From an optimization exercise on the open Yosys and OpenROAD flow, aimed at small area, a short achievable clock period and few clock cycles; shortcuts taken in it are not production practice.
Function was checked by simulation only, so behaviour that the tests miss may differ from the original.
Power and IR drop assume default switching activity.

oak:
==> flow/design.v (excerpt) <==
module icache_nway #(
    parameter int WAYS = 2,
    parameter int SETS = 8
) (
    input  logic         clk,
    input  logic         rst,
    input  logic         mem_read,
    input  logic [15:0]  mem_address,
    output logic [15:0]  mem_rdata,
    output logic         mem_resp,
    output logic         l2_read,
    output logic [15:0]  l2_address,
    input  logic [127:0] l2_rdata,
    input  logic         l2_resp
    ,
    input  logic         flush
);
Size: ~4700 cells after synthesis, ~180 I/O pins.
clock: 8.5 ns
lec_check: 0
cap_margin: 20
core_margin: 2
core_utilization: 60
cts_cluster_diameter: 80
cts_cluster_size: 30
setup_slack_margin: 3.1
slew_margin: 20
synth_hierarchical: 1
synth_minimum_keep_size: 0
run.sh (not shown) runs the stock make flow with config.mk's settings and CLKGATE_MAP_FILE= SYNTH_SCRIPT=/design/flow/synth_recipe.tcl, a recipe that flattens the netlist after the stock synthesis.
The final layout from oak, which completed every stage, passed the timing, design-rule and antenna checks at the end of the flow.
Testbench counts of oak, summed over its fixed seeds: cycles 28,626.
Relative to oak, the following input files were edited for pine:
- a change of CTS_CLUSTER_DIAMETER from 80 to 60
### Flow results
~same detailed-route wire length per cell in pine and oak
Of pine and oak, it is pine that has the higher clock network fraction of design power.
| met3 track demand over resource | pine vs oak | 1.0 points higher |
Taking oak as the reference, in pine area of all sequential standard cells level, total power moved up.
Lower number of buffers other than clock buffers in the final layout was reported by oak, not pine.
pine vs oak on wire length of the first global-routing pass: pine is the higher one.
The inputs of birch differ from those of pine as listed below.
- SETUP_SLACK_MARGIN now 2.9, was 3.1
- CTS_CLUSTER_DIAMETER now 80, was 60
Findings:
- birch ends up with a combinational group share of total power that is 0.5 points higher than in pine.
- Sort birch and pine by actual transition at the worst max-transition pin asc -> top: pine
- Against pine, birch comes in about 2.3% higher on weighted congestion reported at the end of routability-driven placement.
- birch vs. pine: static leakage went down by 1.2 nW.
### birch -> maple
- putting GPL_ROUTABILITY_DRIVEN at 0 where nothing was set
- swapping 2.9 for 3.1 in SETUP_SLACK_MARGIN
[summary]
- On worst-case setup margin in the final layout: between birch and maple, it ends up higher for maple.
- | shortest clock period the worst path allows after layout | lower: maple |
- On clock network latency to the later pin of the worst-skew pair, birch and maple are basically level.
- The power of maple and that of birch are within noise of each other.

---

The RTL this note starts from:
==> flow/design.v <==
module icache_nway #(
    parameter int WAYS = 2,
    parameter int SETS = 8
) (
    input  logic         clk,
    input  logic         rst,
    input  logic         mem_read,
    input  logic [15:0]  mem_address,
    output logic [15:0]  mem_rdata,
    output logic         mem_resp,
    output logic         l2_read,
    output logic [15:0]  l2_address,
    input  logic [127:0] l2_rdata,
    input  logic         l2_resp
    ,
    input  logic         flush
);
    localparam int IW   = $clog2(SETS);
    localparam int TW   = 12 - IW;
    logic [SETS-1:0] valid0, valid1;
    logic [SETS-1:0] lru;                  
    logic [TW-1:0]   tag0  [SETS];
    logic [TW-1:0]   tag1  [SETS];
    logic [127:0]    ring0 [SETS];
    logic [127:0]    ring1 [SETS];
    logic [IW-1:0]   rot;
    logic [127:0]    pend;
    logic            pend_way;
    logic [IW-1:0]   pend_set;
    logic            pend_valid;
    logic            victim_q;
    logic [IW-1:0] idx;
    logic [TW-1:0] tag;
    logic [2:0]    word;
    logic          unused_bit;
    assign tag        = mem_address[15:4+IW];
    assign idx        = mem_address[4+IW-1:4];
    assign word       = mem_address[3:1];
    assign unused_bit = mem_address[0];
    logic [7:0] wsel;                       
    always_comb begin
        for (int k = 0; k < 8; k++) wsel[k] = word == 3'(k);
    end
    logic [SETS-1:0] ssel;
    always_comb begin
        for (int p = 0; p < SETS; p++) ssel[p] = IW'(p) - rot == idx;
    end
    logic [15:0] slot0 [SETS];
    logic [15:0] slot1 [SETS];
    logic [15:0] word0, word1, wordp, wordl2;
    for (genvar b = 0; b < 16; b++) begin : g_bit
        for (genvar p = 0; p < SETS; p++) begin : g_slot
            icache_nway_ao8 u_w0 (
                .sel (wsel),
                .d   ({ring0[p][112+b], ring0[p][96+b], ring0[p][80+b], ring0[p][64+b],
                       ring0[p][48+b],  ring0[p][32+b], ring0[p][16+b], ring0[p][b]}),
                .y   (slot0[p][b])
            );
            icache_nway_ao8 u_w1 (
                .sel (wsel),
                .d   ({ring1[p][112+b], ring1[p][96+b], ring1[p][80+b], ring1[p][64+b],
                       ring1[p][48+b],  ring1[p][32+b], ring1[p][16+b], ring1[p][b]}),
                .y   (slot1[p][b])
            );
        end
        icache_nway_ao8 u_wp (
            .sel (wsel),
            .d   ({pend[112+b], pend[96+b], pend[80+b], pend[64+b],
                   pend[48+b],  pend[32+b], pend[16+b], pend[b]}),
            .y   (wordp[b])
        );
        icache_nway_ao8 u_wl (
            .sel (wsel),
            .d   ({l2_rdata[112+b], l2_rdata[96+b], l2_rdata[80+b], l2_rdata[64+b],
                   l2_rdata[48+b],  l2_rdata[32+b], l2_rdata[16+b], l2_rdata[b]}),
            .y   (wordl2[b])
        );
        icache_nway_ao8 u_s0 (
            .sel (ssel),
            .d   ({slot0[7][b], slot0[6][b], slot0[5][b], slot0[4][b],
                   slot0[3][b], slot0[2][b], slot0[1][b], slot0[0][b]}),
            .y   (word0[b])
        );
        icache_nway_ao8 u_s1 (
            .sel (ssel),
            .d   ({slot1[7][b], slot1[6][b], slot1[5][b], slot1[4][b],
                   slot1[3][b], slot1[2][b], slot1[1][b], slot1[0][b]}),
            .y   (word1[b])
        );
    end
    logic [SETS-1:0] iset, e0, e1, pm0, pm1, r0, r1, rp;
    always_comb begin
        for (int s = 0; s < SETS; s++) begin
            iset[s] = idx == IW'(s);
            pm0[s]  = pend_valid && !pend_way && pend_set == IW'(s);
            pm1[s]  = pend_valid &&  pend_way && pend_set == IW'(s);
        end
    end
    for (genvar s = 0; s < SETS; s++) begin : g_tag
        icache_nway_eq u_e0 (.a(tag0[s]), .b(tag), .en(valid0[s]), .y(e0[s]));
        icache_nway_eq u_e1 (.a(tag1[s]), .b(tag), .en(valid1[s]), .y(e1[s]));
    end
    assign r0 = e0 & ~pm0;
    assign r1 = e1 & ~pm1;
    assign rp = (e0 & pm0) | (e1 & pm1);
    logic s0, s1, sp, hit1, hit;
    icache_nway_ao8 u_s0 (.sel(iset), .d(r0), .y(s0));
    icache_nway_ao8 u_s1 (.sel(iset), .d(r1), .y(s1));
    icache_nway_ao8 u_sp (.sel(iset), .d(rp), .y(sp));
    assign hit  = s0 || s1 || sp;
    assign hit1 = |(iset & e1);
    for (genvar b = 0; b < 16; b++) begin : g_out
        icache_nway_ao4 u_o (
            .sel ({l2_resp, sp, s1, s0}),
            .d   ({wordl2[b], wordp[b], word1[b], word0[b]}),
            .y   (mem_rdata[b])
        );
    end
    logic [IW-1:0] ins_set;
    logic          drain;
    assign ins_set = IW'(SETS - 1) - rot;
    assign drain   = pend_valid && pend_set == ins_set;
    logic block;
    assign block = pend_valid && !drain;
    assign mem_resp   = mem_read && (hit || l2_resp);
    assign l2_read    = mem_read && !hit && !block;
    assign l2_address = {mem_address[15:4], 4'b0000};
    logic victim;
    assign victim = |(iset & valid0) ? (|(iset & valid1) ? |(iset & lru) : 1'b1) : 1'b0;
    always_ff @(posedge clk) victim_q <= victim;
    logic fill;
    assign fill = mem_read && l2_resp;
    logic flush_now;
    assign flush_now = flush;
    always_ff @(posedge clk or posedge rst) begin
        if (rst) begin
            valid0 <= '0;
            valid1 <= '0;
            lru    <= '0;
        end else if (flush_now) begin
            valid0 <= '0;
            valid1 <= '0;
            lru    <= '0;
        end else begin
            if (fill) begin
                if (victim_q) valid1[idx] <= 1'b1;
                else          valid0[idx] <= 1'b1;
                lru[idx] <= !victim_q;
            end else if (mem_read && hit) begin
                lru[idx] <= !hit1;
            end
        end
    end
    always_ff @(posedge clk or posedge rst) begin
        if (rst) begin
            rot        <= '0;
            pend_valid <= 1'b0;
        end else begin
            rot <= rot + 1'b1;
            if (fill)       pend_valid <= 1'b1;
            else if (drain) pend_valid <= 1'b0;
        end
    end
    always_ff @(posedge clk) begin
        if (fill) begin
            if (victim_q) tag1[idx] <= tag;
            else          tag0[idx] <= tag;
            pend     <= l2_rdata;
            pend_way <= victim_q;
            pend_set <= idx;
        end
    end
    always_ff @(posedge clk) begin
        ring0[0] <= (drain && !pend_way) ? pend : ring0[SETS-1];
        ring1[0] <= (drain &&  pend_way) ? pend : ring1[SETS-1];
        for (int p = 1; p < SETS; p++) begin
            ring0[p] <= ring0[p-1];
            ring1[p] <= ring1[p-1];
        end
    end
endmodule
module icache_nway_ao8 (
    input  logic [7:0] sel,
    input  logic [7:0] d,
    output logic       y
);
    assign y = |(sel & d);
endmodule
module icache_nway_eq #(
    parameter int W = 9
) (
    input  logic [W-1:0] a,
    input  logic [W-1:0] b,
    input  logic         en,
    output logic         y
);
    assign y = en && a == b;
endmodule
module icache_nway_ao4 (
    input  logic [3:0] sel,
    input  logic [3:0] d,
    output logic       y
);
    assign y = |(sel & d);
endmodule
Settings: LEC_CHECK=0, CAP_MARGIN=10, CORE_MARGIN=2, CORE_UTILIZATION=60, CTS_CLUSTER_DIAMETER=80, CTS_CLUSTER_SIZE=30, SETUP_SLACK_MARGIN=2.9, SLEW_MARGIN=10, SYNTH_HIERARCHICAL=1, SYNTH_MINIMUM_KEEP_SIZE=0; clock period 8.5 ns.
Testbench counts at the start, summed over its fixed seeds: cycles 28,626.
==> next run, changes <==
Settings changed: CAP_MARGIN 10 to 20, SETUP_SLACK_MARGIN 2.9 to 2.5, SLEW_MARGIN 10 to 20.
Outcome: Setup slack is worse by 0.31 ns; routed wire length came out lower by 3.4%; clock skew hardly moves; total power decreases by 0.45%; design area goes down by 1.1%; maximum frequency falls by 5.2%; clock-buffer cell count rises by 1; worst hold slack stays flat.

---

Setup of job 5969:
// icache_nway: RTL as listed in full above, without the edits since
clock: 8.5 ns
lec_check: 0
cap_margin: 20
core_margin: 2
core_utilization: 60
cts_cluster_diameter: 80
cts_cluster_size: 30
setup_slack_margin: 3.5
slew_margin: 20
synth_hierarchical: 1
synth_minimum_keep_size: 0
Testbench counts of job 5969, summed over its fixed seeds: cycles 28,626.
Modified inputs, job 3948 compared to job 5969
- swapping 3.5 for 3.2 in SETUP_SLACK_MARGIN
- swapping 60 for 55 in CORE_UTILIZATION
==> comparison <==
- Job 3948 has completed all stages; timing, DRC and antenna checks passed.
- Going from job 5969 to job 3948, total power now larger, die area now larger, shortest period the worst path allows now larger, share of the final layout cell area in multi-input gates comparable, global-route wire length before repair now smaller.
Relative to job 3948, the following input files were edited for job 4313:
- SETUP_SLACK_MARGIN: 3.2 -> 2.9
- CORE_UTILIZATION: 55 -> 60
==> results.txt <==
Higher post-layout minimum cycle time was reported by job 3948, not job 4313.
Against job 3948, job 4313 reports a flip-flop and latch share of the layout cell area that is higher.
Sort job 4313 and job 3948 by met2 routed wirelength, descending, and job 3948 comes first.
mem_rdata[6] as the critical path endpoint was reported by job 4313, and mem_rdata[12] by job 3948.
Compared with job 3948, job 4313 ends up with less cell area.
Job 4313 reached the end of the flow, and the finished layout is clean on the timing, design-rule and antenna checks.
Job 3948: no failed stages, no open violations at the end
Measured against each other, job 4313 and job 3948 differ in met1 wire length, the lower figure coming from job 4313.
Job 4313 vs. job 3948: worst voltage drop across the vdd grid went down by 1.4%.

---

Another version of the RTL of icache_nway (not shown whole).
For scale: ~70,000 um^2 of cells after synthesis.
==> flow/config.mk <==
export PLATFORM = sky130hd
export DESIGN_NAME = icache_nway
export DESIGN_NICKNAME = icache_nway
export VERILOG_FILES = /design/flow/design.v
export SDC_FILE = /design/flow/constraint.sdc
export NUM_CORES = 4
export LEC_CHECK = 0
export ABC_CLOCK_PERIOD_IN_PS = 3000
export CAP_MARGIN = 20
export CORE_MARGIN = 2
export CORE_UTILIZATION = 40
export SETUP_SLACK_MARGIN = 3.5
export SLEW_MARGIN = 20
==> flow/constraint.sdc <==
create_clock -name core_clock -period 8.5 [get_ports {clk}]
set_input_delay 1.7000 -clock core_clock [delete_from_list [all_inputs] [get_ports {clk}]]
set_output_delay 1.7000 -clock core_clock [all_outputs]
set_load 0.01 [all_outputs]
The baseline passed the timing, design-rule and antenna checks.
Testbench counts at the start, summed over its fixed seeds: cycles 28,626.
==> next run, changes <==
ABC_CLOCK_PERIOD_IN_PS = default   (was 3000)
SETUP_SLACK_MARGIN = default   (was 3.5)
Effect: Die area is unchanged. Routed wire length falls by a few percent. Final cell count falls slightly. Register-to-register slack gains 0.64 ns. Utilization falls by 2.8 points.

---

icache_nway again, from the RTL that the note above started with.
clock: 8.5 ns
lec_check: 0
cap_margin: 20
core_margin: 2
core_utilization: 40
setup_slack_margin: 3.0
slew_margin: 20
Testbench counts at the start, summed over its fixed seeds: cycles 28,626.
Change:
--- a/flow/config.mk
+++ b/flow/config.mk
@@ -7,0 +8 @@
+export ABC_CLOCK_PERIOD_IN_PS = 3000
@@ -10,2 +11,4 @@
-export CORE_UTILIZATION = 40
-export SETUP_SLACK_MARGIN = 3.0
+export CORE_UTILIZATION = 60
+export CTS_CLUSTER_DIAMETER = 80
+export CTS_CLUSTER_SIZE = 30
+export SETUP_SLACK_MARGIN = 3.5
Outcome:
- cell area goes down by 7.9%
- routed wire length falls by 7.4%
- count of clock-buffer cells in the layout shrinks by 188
- sequential cell count is unchanged
- clock skew went down by 45 ps
- worst setup slack gets better by 320 ps
Change:
--- a/flow/config.mk
+++ b/flow/config.mk
@@ -8 +7,0 @@
-export ABC_CLOCK_PERIOD_IN_PS = 3000
@@ -11 +10 @@
-export CORE_UTILIZATION = 60
+export CORE_UTILIZATION = 70
Combinational power hardly moves.
Global-route usage increases by 5.3 points.
Non-clock buffer count is unchanged.
Total power drops by 0.73%.
Routed wire length goes up by 1.7%.
Final cell count shrinks by 3.9%.
Synthesized area is unchanged.
Worst hold slack is better by 10 ps.
Critical path depth goes down by 3.

-- static timing again, ports no longer ideal --
In the flow no input, the clock included, has a driving cell. The finished layouts below were timed again as built, in two steps. Step 1 sets driving cells, clkbuf_16 on the clock port and buf_2 on the other inputs (assumed; they add their load-dependent delay and slew). Step 2 also shifts input and output timing later by t, the mid clock arrival at the registers, as if the neighbouring blocks saw the same clock. a / b / c = no drivers / after step 1 / after step 2; a / b = the first two.
run | t (ns) | slack for setup (ns) | worst register clock-pin slew, ns | cell pins on the clock port's net
oak | 0.778 | 2.854 / 2.753 / 2.753 | 0.12 / 0.12 | 1
pine | 0.841 | 2.875 / 2.759 / 2.759 | 0.11 / 0.11 | 1
birch | 0.786 | 2.843 / 2.723 / 2.723 | 0.12 / 0.12 | 1
maple | 0.778 | 2.854 / 2.753 / 2.753 | 0.12 / 0.12 | 1
the first run of note 2 | 0.777 | 2.843 / 2.783 / 2.783 | 0.12 / 0.12 | 1
the second run of note 2 | 0.788 | 2.531 / 2.486 / 2.486 | 0.12 / 0.12 | 1
job 5969 | 0.785 | 2.841 / 2.682 / 2.682 | 0.11 / 0.11 | 1
job 3948 | 0.777 | 2.806 / 2.696 / 2.696 | 0.12 / 0.12 | 1
job 4313 | 0.778 | 2.867 / 2.774 / 2.774 | 0.11 / 0.11 | 1
the first run of note 4 | 0.924 | 2.164 / 2.046 / 2.046 | 0.07 / 0.07 | 1
the second run of note 4 | 0.913 | 0.894 / 0.872 / 0.872 | 0.07 / 0.07 | 1
the first run of note 5 | 0.936 | 1.969 / 1.874 / 1.874 | 0.07 / 0.07 | 1
the second run of note 5 | 0.786 | 2.291 / 2.187 / 2.187 | 0.12 / 0.12 | 1
the third run of note 5 | 0.784 | 2.256 / 2.076 / 2.076 | 0.12 / 0.12 | 1
After both steps setup and hold are still met in every run listed. The setup slack of the third run of note 5, which loses most, moves by -0.180 ns with the drivers and by -0.180 ns with both steps.
